Context: an optimization exercise on an open-source flow, tuned for small area, a short achievable clock period and few clock cycles. The choices shown serve that exercise and are no tape-out recipe. At most, simulation tests tie the RTL to the original design; equivalence was not proved. Power figures rest on the tool's default switching activity, not on a simulated workload.

## run B
Design software_timer_expiry_scan, start of the top module:
module software_timer_expiry_scan #(
	parameter int NUM_TIMERS = 32
) (
	input  wire logic         clk,
	input  wire logic         arst_n,
	input  wire logic         push,
	output      logic         full,
	input  wire logic [1:0]   mode,
	input  wire logic [4:0]   timer_id,
	input  wire logic [15:0]  deadline,
	input  wire logic [7:0]   payload,
	output      logic         empty,
	input  wire logic         pop,
	output      logic [4:0]   fired_timer,
	output      logic [7:0]   fired_payload,
	output      logic         last
);
Settings: LEC_CHECK=0, CAP_MARGIN=20, CORE_MARGIN=2, CORE_UTILIZATION=40, SETUP_SLACK_MARGIN=3.0, SLEW_MARGIN=20, TNS_END_PERCENT=5; clock period 6.0 ns.
run.sh (not shown) runs the stock make flow with config.mk's settings and CLKGATE_MAP_FILE= SYNTH_SCRIPT=/design/flow/synth_recipe.tcl, a recipe that flattens the netlist after the stock synthesis.
Run B went all the way through synthesis, placement and routing and the layout is clean on timing, DRC and antenna.
Testbench counts of run B, summed over its fixed seeds: cycles 16,363.
## Diff of input files: run M against run B
-- flow/config.mk --
<<< run B, line 6
export NUM_CORES = 4
export LEC_CHECK = 0
export CAP_MARGIN = 20
export CORE_MARGIN = 2
export CORE_UTILIZATION = 40
export SETUP_SLACK_MARGIN = 3.0
export SLEW_MARGIN = 20
export TNS_END_PERCENT = 5
>>> run M, line 6
export NUM_CORES = 4
export LEC_CHECK = 0
export ABC_CLOCK_PERIOD_IN_PS = 2600
export CAP_MARGIN = 20
export CORE_MARGIN = 2
export CORE_UTILIZATION = 40
export SETUP_SLACK_MARGIN = 3.4
export SLEW_MARGIN = 20
export TNS_END_PERCENT = 5
Results
- Depth of the critical timing path with buffers and inverters included in run M is 1 above run B.
- Layout net count up 14 in run M wrt run B
- The data required time at the worst endpoint of run M and that of run B are within noise of each other.
- Run M — detailed route wirelength on metal2 470 um higher, run B as reference
- In the metrics for run B and run M, the one carrying the higher net switching power is run M.
- Share of total power in combinational logic: run M vs run B up 0.7 points
- Maximum clock frequency, run B and run M, higher one = run M.
- Worst setup margin (run M over run B): increase, 0.23 ns
- Side by side, met1 layer usage reported by global route turned out higher in run M than in run B.
- Between run M and run B, it is run M whose largest fanout of any net on the critical path is lower, by 6.

job 2031:
software_timer_expiry_scan, a different RTL version from the one above (not shown whole).
Size: about 3100 cells after synthesis, roughly 1100 flip-flops, ~44000 um^2 of cells after synthesis.
clock: 6.0 ns
lec_check: 0
abc_clock_period_in_ps: 2200
cap_margin: 20
core_margin: 2
core_utilization: 40
cts_cluster_diameter: 80
cts_cluster_size: 24
setup_slack_margin: 3.4
slew_margin: 20
tns_end_percent: 5
standard.sh (not shown) runs the stock make flow with config.mk's settings and CLKGATE_MAP_FILE= SYNTH_SCRIPT=/design/flow/synth_recipe.tcl, a recipe that flattens the netlist after the stock synthesis.
==> flow/flow/run.sh <==
#!/bin/bash
# Layout flow: the standard flow (standard synthesis, ORFS place, CTS,
# route) with two changes: the port buffers are plain buf_4 cells instead of
# ORFS's default pick (a slow delay cell), and CTS inserts no dummy loads.
# Each tool's output goes to standard.log in this folder (and ORFS's own logs
# under orfs/logs).
set -o pipefail
export BUFFER_PORTS_ARGS="-buffer_cell sky130_fd_sc_hd__buf_4"
export CTS_ARGS="-sink_clustering_enable -repair_clock_nets -sink_clustering_size 24 -sink_clustering_max_diameter 80 -dont_use_dummy_load"
bash standard.sh > standard.log 2>&1
Job 2031: done, clean on timing, DRC and antenna
Testbench counts of job 2031, summed over its fixed seeds: cycles 16,436.
Inputs modified between job 2031 and job 7533:
- TNS_END_PERCENT now 30, was 5
- ABC_CLOCK_PERIOD_IN_PS now 2600, was 2200
- SETUP_SLACK_MARGIN now 3.45, was 3.4
==> comparison <==
Compared with job 2031, in job 7533 number of ordinary and repair buffers in the finished layout picked up an extra 13%; post-route cell area picked up an extra about 0.6%; first-iteration detailed-routing DRC count picked up an extra 127. Re filler-free cell count of the finished design: job 7533 is about 0.35% up on job 2031. Share of cells above drive strength 1: job 7533 and job 2031 compared, lower one is job 2031. Total power after layout ended up about 0.6% higher on job 7533 than on job 2031.
Input changes introduced in job 614 (baseline for comparison: job 7533):
- TNS_END_PERCENT changed from 30 to 5
- SETUP_SLACK_MARGIN changed from 3.45 to 3.6
[summary]
Cell-internal power: job 614 worse than job 7533
Looking at job 7533 and job 614, the number of cells in the finished layout apart from fillers is a wash.
Diff job 7533 -> job 614: fraction of area in multi-input gates moved up, initial antenna violation count +1, clock input transition at the sequential cells of the worst setup and hold paths neither gained nor lost much, post-cts resize count has increased, combinational fraction of design power +0.4 points.
Looking at wire length reported by the detailed router, job 614 sits below job 7533.
Net switching share of the total power: job 7533 vs job 614 — no meaningful difference
What job 9121 does differently from job 614 at the input level:
- SETUP_SLACK_MARGIN changed from 3.6 to 3.3
- TNS_END_PERCENT changed from 5 to 0
Job 9121 against job 614: clock group share of total power went up 0.4 points; buffers plus inverters on the worst setup path went down by 2. Comparing job 9121 and job 614, the lower part of the cycle the worst path needs is on job 614. Worst-case setup margin in the final layout deteriorates in job 9121 relative to job 614. Launch point of the critical path = u_back.nxt2_q[11]: job 9121; launch point of the critical path = pop: job 614. Wire length improves in job 9121 relative to job 614. Job 9121 -> job 614: length of routed wiring on met1 flat. Job 9121 gives less critical path depth than job 614 did. Per the comparison of job 9121 with job 614, utilization moved down; total power dropped 0.31 mW; highest attainable clock frequency decreased by about 9% relative to the old numbers; global-route wire length before repair picked up an extra 1.0 mm.
#### Input delta (job 4077 over job 9121)
- swapping 3.3 for 3.5 in SETUP_SLACK_MARGIN
- swapping 0 for 20 in TNS_END_PERCENT
==> run summary <==
Between job 4077 and job 9121, it is job 4077 whose core occupancy in the finished layout is higher, by 0.39 points. Job 4077 vs. job 9121: reg-to-reg setup timing slack rose 0.37 ns; area of the die comparable; instance area at placement held steady; setup slack shows an increase of 0.31 ns; worst-case hold slack higher. On area added between synthesis and finish: between job 4077 and job 9121, it ends up higher for job 4077. Measured against each other, job 4077 and job 9121 differ in fraction of the cycle the final worst path needs, the higher figure coming from job 9121.
The following lists how job 7513 was set up differently from job 4077:
- a change of SETUP_SLACK_MARGIN from 3.5 to 3.4
- a change of TNS_END_PERCENT from 20 to 5
==> comparison <==
- Cmp job 7513 and job 4077 / fmax / lower: job 7513
- Job 4077 has a lower number of antenna repair diodes than job 7513.
- Utilization across job 7513 and job 4077: no real change.
- The instance area at placement of job 7513 and that of job 4077 are within noise of each other.

The RTL this note starts from:
==> flow/design.v <==
`default_nettype none
module swt_front #(
	parameter int NUM_TIMERS = 32
) (
	input  wire logic         clk,
	input  wire logic         arst_n,
	input  wire logic         push,
	output      logic         full,
	input  wire logic [1:0]   mode,
	input  wire logic [4:0]   timer_id,
	input  wire logic [15:0]  deadline,
	input  wire logic [7:0]   payload,
	input  wire logic         cmd_take,
	output      logic         cmd_valid,
	output      logic [1:0]   cmd_op,
	output      logic [NUM_TIMERS-1:0] cmd_sel,
	output      logic [15:0]  cmd_deadline,
	output      logic [7:0]   cmd_payload
);
	logic        sk_v;
	logic [1:0]  sk_op;
	logic [4:0]  sk_id;
	logic [15:0] sk_dl;
	logic [7:0]  sk_pl;
	logic [4:0]  cmd_id;
	assign full         = sk_v;
	assign cmd_valid    = sk_v || (push && (mode != 2'd3));
	assign cmd_op       = sk_v ? sk_op : mode;
	assign cmd_id       = sk_v ? sk_id : timer_id;
	assign cmd_deadline = sk_v ? sk_dl : deadline;
	assign cmd_payload  = sk_v ? sk_pl : payload;
	always_comb begin
		for (int i = 0; i < NUM_TIMERS; i++) begin
			cmd_sel[i] = (cmd_id == 5'(i));
		end
	end
	always_ff @(posedge clk) begin
		if (!sk_v) begin
			sk_op <= mode;
			sk_id <= timer_id;
			sk_dl <= deadline;
			sk_pl <= payload;
		end
	end
	always_ff @(posedge clk or negedge arst_n) begin
		if (!arst_n) begin
			sk_v <= 1'b0;
		end else begin
			sk_v <= cmd_valid && !cmd_take;
		end
	end
endmodule
`default_nettype wire
`default_nettype none
module swt_res_fifo (
	input  wire logic         clk,
	input  wire logic         arst_n,
	input  wire logic         res_push,
	input  wire logic [4:0]   res_id,
	input  wire logic [7:0]   res_payload,
	input  wire logic         res_last,
	output      logic         res_full,
	input  wire logic         pop,
	output      logic         empty,
	output      logic [4:0]   out_id,
	output      logic [7:0]   out_payload,
	output      logic         out_last
);
	logic o_v;
	assign empty    = !o_v;
	assign res_full = o_v && !pop;
	always_ff @(posedge clk) begin
		if (!res_full) begin
			out_id      <= res_id;
			out_payload <= res_payload;
			out_last    <= res_last;
		end
	end
	always_ff @(posedge clk or negedge arst_n) begin
		if (!arst_n) begin
			o_v <= 1'b0;
		end else if (!res_full) begin
			o_v <= res_push;
		end
	end
endmodule
`default_nettype wire
`default_nettype none
module swt_back #(
	parameter int NUM_TIMERS = 32
) (
	input  wire logic         clk,
	input  wire logic         arst_n,
	input  wire logic         cmd_valid,
	input  wire logic [1:0]   cmd_op,
	input  wire logic [NUM_TIMERS-1:0] cmd_sel,
	input  wire logic [15:0]  cmd_deadline,
	input  wire logic [7:0]   cmd_payload,
	output      logic         cmd_take,
	input  wire logic         res_full,
	output      logic         res_push,
	output      logic [4:0]   res_id,
	output      logic [7:0]   res_payload,
	output      logic         res_last
);
	localparam logic [1:0] OP_TICK   = 2'd0;
	localparam logic [1:0] OP_ARM    = 2'd1;
	localparam logic [1:0] OP_CANCEL = 2'd2;
	logic [15:0]           nxt2_q;
	logic [NUM_TIMERS-1:0] active_q;
	logic [NUM_TIMERS-1:0] match_q;
	logic [NUM_TIMERS-1:0] rest_q;
	logic [NUM_TIMERS-1:0] pend2_q;
	logic [NUM_TIMERS-1:0] sel_q;
	logic                  p1v_q;
	logic                  p2v_q;
	logic                  selv_q;
	logic                  last_q;
	logic [15:0]           dl_mem [0:NUM_TIMERS-1];
	logic [7:0]            pl_mem [0:NUM_TIMERS-1];
	logic [NUM_TIMERS-1:0] hit2;
	logic [NUM_TIMERS-1:0] fire;
	logic [NUM_TIMERS-1:0] we;
	logic                  any_fire;
	logic                  p1_free;
	logic                  adv;
	logic                  is_tick;
	logic                  is_arm;
	logic                  is_cancel;
	logic                  tick_go;
	logic                  arm_go;
	logic [NUM_TIMERS-1:0] busy;
	logic                  cmd_due;
	function automatic logic [NUM_TIMERS-1:0] lowest(input logic [NUM_TIMERS-1:0] v);
		logic [NUM_TIMERS-1:0] p;
		p = v;
		for (int s = 1; s < NUM_TIMERS; s = s * 2) begin
			p = p | (p << s);
		end
		lowest = v & ~(p << 1);
	endfunction
	function automatic logic [NUM_TIMERS-1:0] above(input logic [NUM_TIMERS-1:0] v);
		logic [NUM_TIMERS-1:0] p;
		p = v;
		for (int s = 1; s < NUM_TIMERS; s = s * 2) begin
			p = p | (p << s);
		end
		above = v & (p << 1);
	endfunction
	function automatic logic single(input logic [NUM_TIMERS-1:0] v);
		logic [NUM_TIMERS-1:0] a;
		logic [NUM_TIMERS-1:0] m;
		a = v;
		m = '0;
		for (int w = 1; w < NUM_TIMERS; w = w * 2) begin
			for (int i = 0; i + w < NUM_TIMERS; i = i + 2 * w) begin
				m[i] = m[i] || m[i + w] || (a[i] && a[i + w]);
				a[i] = a[i] || a[i + w];
			end
		end
		single = !m[0];
	endfunction
	assign is_tick   = cmd_valid && (cmd_op == OP_TICK);
	assign is_arm    = cmd_valid && (cmd_op == OP_ARM);
	assign is_cancel = cmd_valid && (cmd_op == OP_CANCEL);
	assign res_push  = selv_q && !res_full;
	assign p1_free   = !p1v_q || (res_push && last_q);
	assign adv       = res_push || !selv_q;
	assign tick_go   = is_tick && (!p2v_q || p1_free);
	assign busy      = sel_q | rest_q | pend2_q;
	assign arm_go    = is_arm && !(|(busy & cmd_sel));
	assign cmd_due   = (cmd_deadline < nxt2_q) || (nxt2_q == 16'd0);
	assign cmd_take  = tick_go || arm_go || is_cancel;
	assign we        = (is_arm ? cmd_sel : '0) & ~busy;
	assign fire      = tick_go ? (active_q & match_q) : '0;
	assign any_fire  = tick_go && (|(active_q & match_q));
	always_comb begin
		for (int i = 0; i < NUM_TIMERS; i++) begin
			hit2[i] = (dl_mem[i] == nxt2_q);
		end
	end
	always_comb begin
		res_id      = '0;
		res_payload = '0;
		for (int i = 0; i < NUM_TIMERS; i++) begin
			if (sel_q[i]) begin
				res_id      = res_id | 5'(i);
				res_payload = res_payload | pl_mem[i];
			end
		end
		res_last = last_q;
	end
	always_ff @(posedge clk) begin
		for (int i = 0; i < NUM_TIMERS; i++) begin
			if (we[i]) begin
				dl_mem[i] <= cmd_deadline;
				pl_mem[i] <= cmd_payload;
				match_q[i] <= cmd_due;
			end else if (tick_go) begin
				match_q[i] <= hit2[i];
			end
		end
	end
	always_ff @(posedge clk or negedge arst_n) begin
		if (!arst_n) begin
			nxt2_q   <= 16'd2;
			active_q <= '0;
			rest_q   <= '0;
			pend2_q  <= '0;
			sel_q    <= '0;
			p1v_q    <= 1'b0;
			p2v_q    <= 1'b0;
			selv_q   <= 1'b0;
			last_q   <= 1'b0;
		end else begin
			if (tick_go) begin
				nxt2_q <= nxt2_q + 1'b1;
			end
			for (int i = 0; i < NUM_TIMERS; i++) begin
				if (we[i]) begin
					active_q[i] <= 1'b1;
				end else if (is_cancel && cmd_sel[i]) begin
					active_q[i] <= 1'b0;
				end else if (fire[i]) begin
					active_q[i] <= 1'b0;
				end
			end
			if (p1_free) begin
				sel_q   <= '0;
				rest_q  <= p2v_q ? pend2_q : fire;
				selv_q  <= 1'b0;
				p1v_q   <= p2v_q || any_fire;
				pend2_q <= p2v_q ? fire : '0;
				p2v_q   <= p2v_q && any_fire;
			end else begin
				if (adv) begin
					sel_q  <= lowest(rest_q);
					rest_q <= above(rest_q);
					last_q <= single(rest_q);
					selv_q <= 1'b1;
				end
				pend2_q <= pend2_q | fire;
				p2v_q   <= p2v_q || any_fire;
			end
		end
	end
endmodule
`default_nettype wire
`default_nettype none
module software_timer_expiry_scan #(
	parameter int NUM_TIMERS = 32
) (
	input  wire logic         clk,
	input  wire logic         arst_n,
	input  wire logic         push,
	output      logic         full,
	input  wire logic [1:0]   mode,
	input  wire logic [4:0]   timer_id,
	input  wire logic [15:0]  deadline,
	input  wire logic [7:0]   payload,
	output      logic         empty,
	input  wire logic         pop,
	output      logic [4:0]   fired_timer,
	output      logic [7:0]   fired_payload,
	output      logic         last
);
	logic [1:0]  cmd_op;
	logic [NUM_TIMERS-1:0] cmd_sel;
	logic [15:0] cmd_deadline;
	logic [7:0]  cmd_payload;
	logic        cmd_valid;
	logic        cmd_take;
	logic [4:0]  res_id;
	logic [7:0]  res_payload;
	logic        res_last;
	logic        res_push;
	logic        res_full;
	swt_front #(
		.NUM_TIMERS(NUM_TIMERS)
	) u_front (
		.clk          (clk),
		.arst_n       (arst_n),
		.push         (push),
		.full         (full),
		.mode         (mode),
		.timer_id     (timer_id),
		.deadline     (deadline),
		.payload      (payload),
		.cmd_take     (cmd_take),
		.cmd_valid    (cmd_valid),
		.cmd_op       (cmd_op),
		.cmd_sel      (cmd_sel),
		.cmd_deadline (cmd_deadline),
		.cmd_payload  (cmd_payload)
	);
	swt_back #(
		.NUM_TIMERS(NUM_TIMERS)
	) u_back (
		.clk          (clk),
		.arst_n       (arst_n),
		.cmd_valid    (cmd_valid),
		.cmd_op       (cmd_op),
		.cmd_sel      (cmd_sel),
		.cmd_deadline (cmd_deadline),
		.cmd_payload  (cmd_payload),
		.cmd_take     (cmd_take),
		.res_full     (res_full),
		.res_push     (res_push),
		.res_id       (res_id),
		.res_payload  (res_payload),
		.res_last     (res_last)
	);
	swt_res_fifo u_res_fifo (
		.clk         (clk),
		.arst_n      (arst_n),
		.res_push    (res_push),
		.res_id      (res_id),
		.res_payload (res_payload),
		.res_last    (res_last),
		.res_full    (res_full),
		.pop         (pop),
		.empty       (empty),
		.out_id      (fired_timer),
		.out_payload (fired_payload),
		.out_last    (last)
	);
endmodule
`default_nettype wire
Settings: LEC_CHECK=0, ABC_CLOCK_PERIOD_IN_PS=2600, CAP_MARGIN=20, CORE_MARGIN=2, CORE_UTILIZATION=40, CTS_CLUSTER_DIAMETER=80, CTS_CLUSTER_SIZE=24, SETUP_SLACK_MARGIN=3.5, SLEW_MARGIN=20, TNS_END_PERCENT=20; clock period 6.0 ns.
Scripts as last shown in full above: flow/flow/run.sh
Then changed:
SETUP_SLACK_MARGIN = 3.4   (was 3.5)
TNS_END_PERCENT = 5   (was 20)
Effect: The new run went through all stages and came out clean; clock power is lower slightly; worst setup slack degrades by 0.077 ns; non-clock buffer count came out lower by 38; clock skew rose by 0.025 ns; flip-flop and latch count is unchanged.
No functional check of the RTL was part of any run of this note.

-- separate check: timing with driven ports --
No port has a modelled driver above. Below, the same layouts with a new extraction and two added sets of constraints.
Step 1 sets driving cells, clkbuf_16 on the clock port and buf_2 on the other inputs (assumed; they add their load-dependent delay and slew).
Step 2 times the ports against the registers' clock, not the clock port: input delays grow and output delays shrink by t, the midpoint of the rising clock arrivals with the driver on.
Three values: ideal, step 1, step 2; two values: the first two.
run | t, ns | slack for setup (ns) | worst register clock-pin slew, ns | worst data-port slew with drivers (ns)
run B | 0.778 | 2.980 / 2.980 / 2.436 | 0.07 / 0.07 | 0.04
run M | 0.778 | 3.210 / 3.152 / 2.613 | 0.07 / 0.07 | 0.04
job 2031 | 0.702 | 3.302 / 3.233 / 2.802 | 0.10 / 0.10 | 0.05
job 7533 | 0.706 | 3.380 / 3.406 / 2.716 | 0.11 / 0.11 | 0.05
job 614 | 0.710 | 3.344 / 3.340 / 2.674 | 0.10 / 0.10 | 0.05
job 9121 | 0.704 | 3.095 / 3.095 / 2.465 | 0.11 / 0.11 | 0.05
job 4077 | 0.709 | 3.404 / 3.388 / 2.741 | 0.10 / 0.10 | 0.05
job 7513 | 0.702 | 3.302 / 3.233 / 2.802 | 0.10 / 0.10 | 0.05
the first run of note 3 | 0.701 | 3.132 / 3.132 / 2.525 | 0.10 / 0.10 | 0.06
the second run of note 3 | 0.680 | 3.055 / 3.055 / 2.504 | 0.10 / 0.10 | 0.05
After both steps setup and hold are still met in every run listed. The setup slack of job 614, which loses most, moves by -0.004 ns with the drivers and by -0.670 ns with both steps.
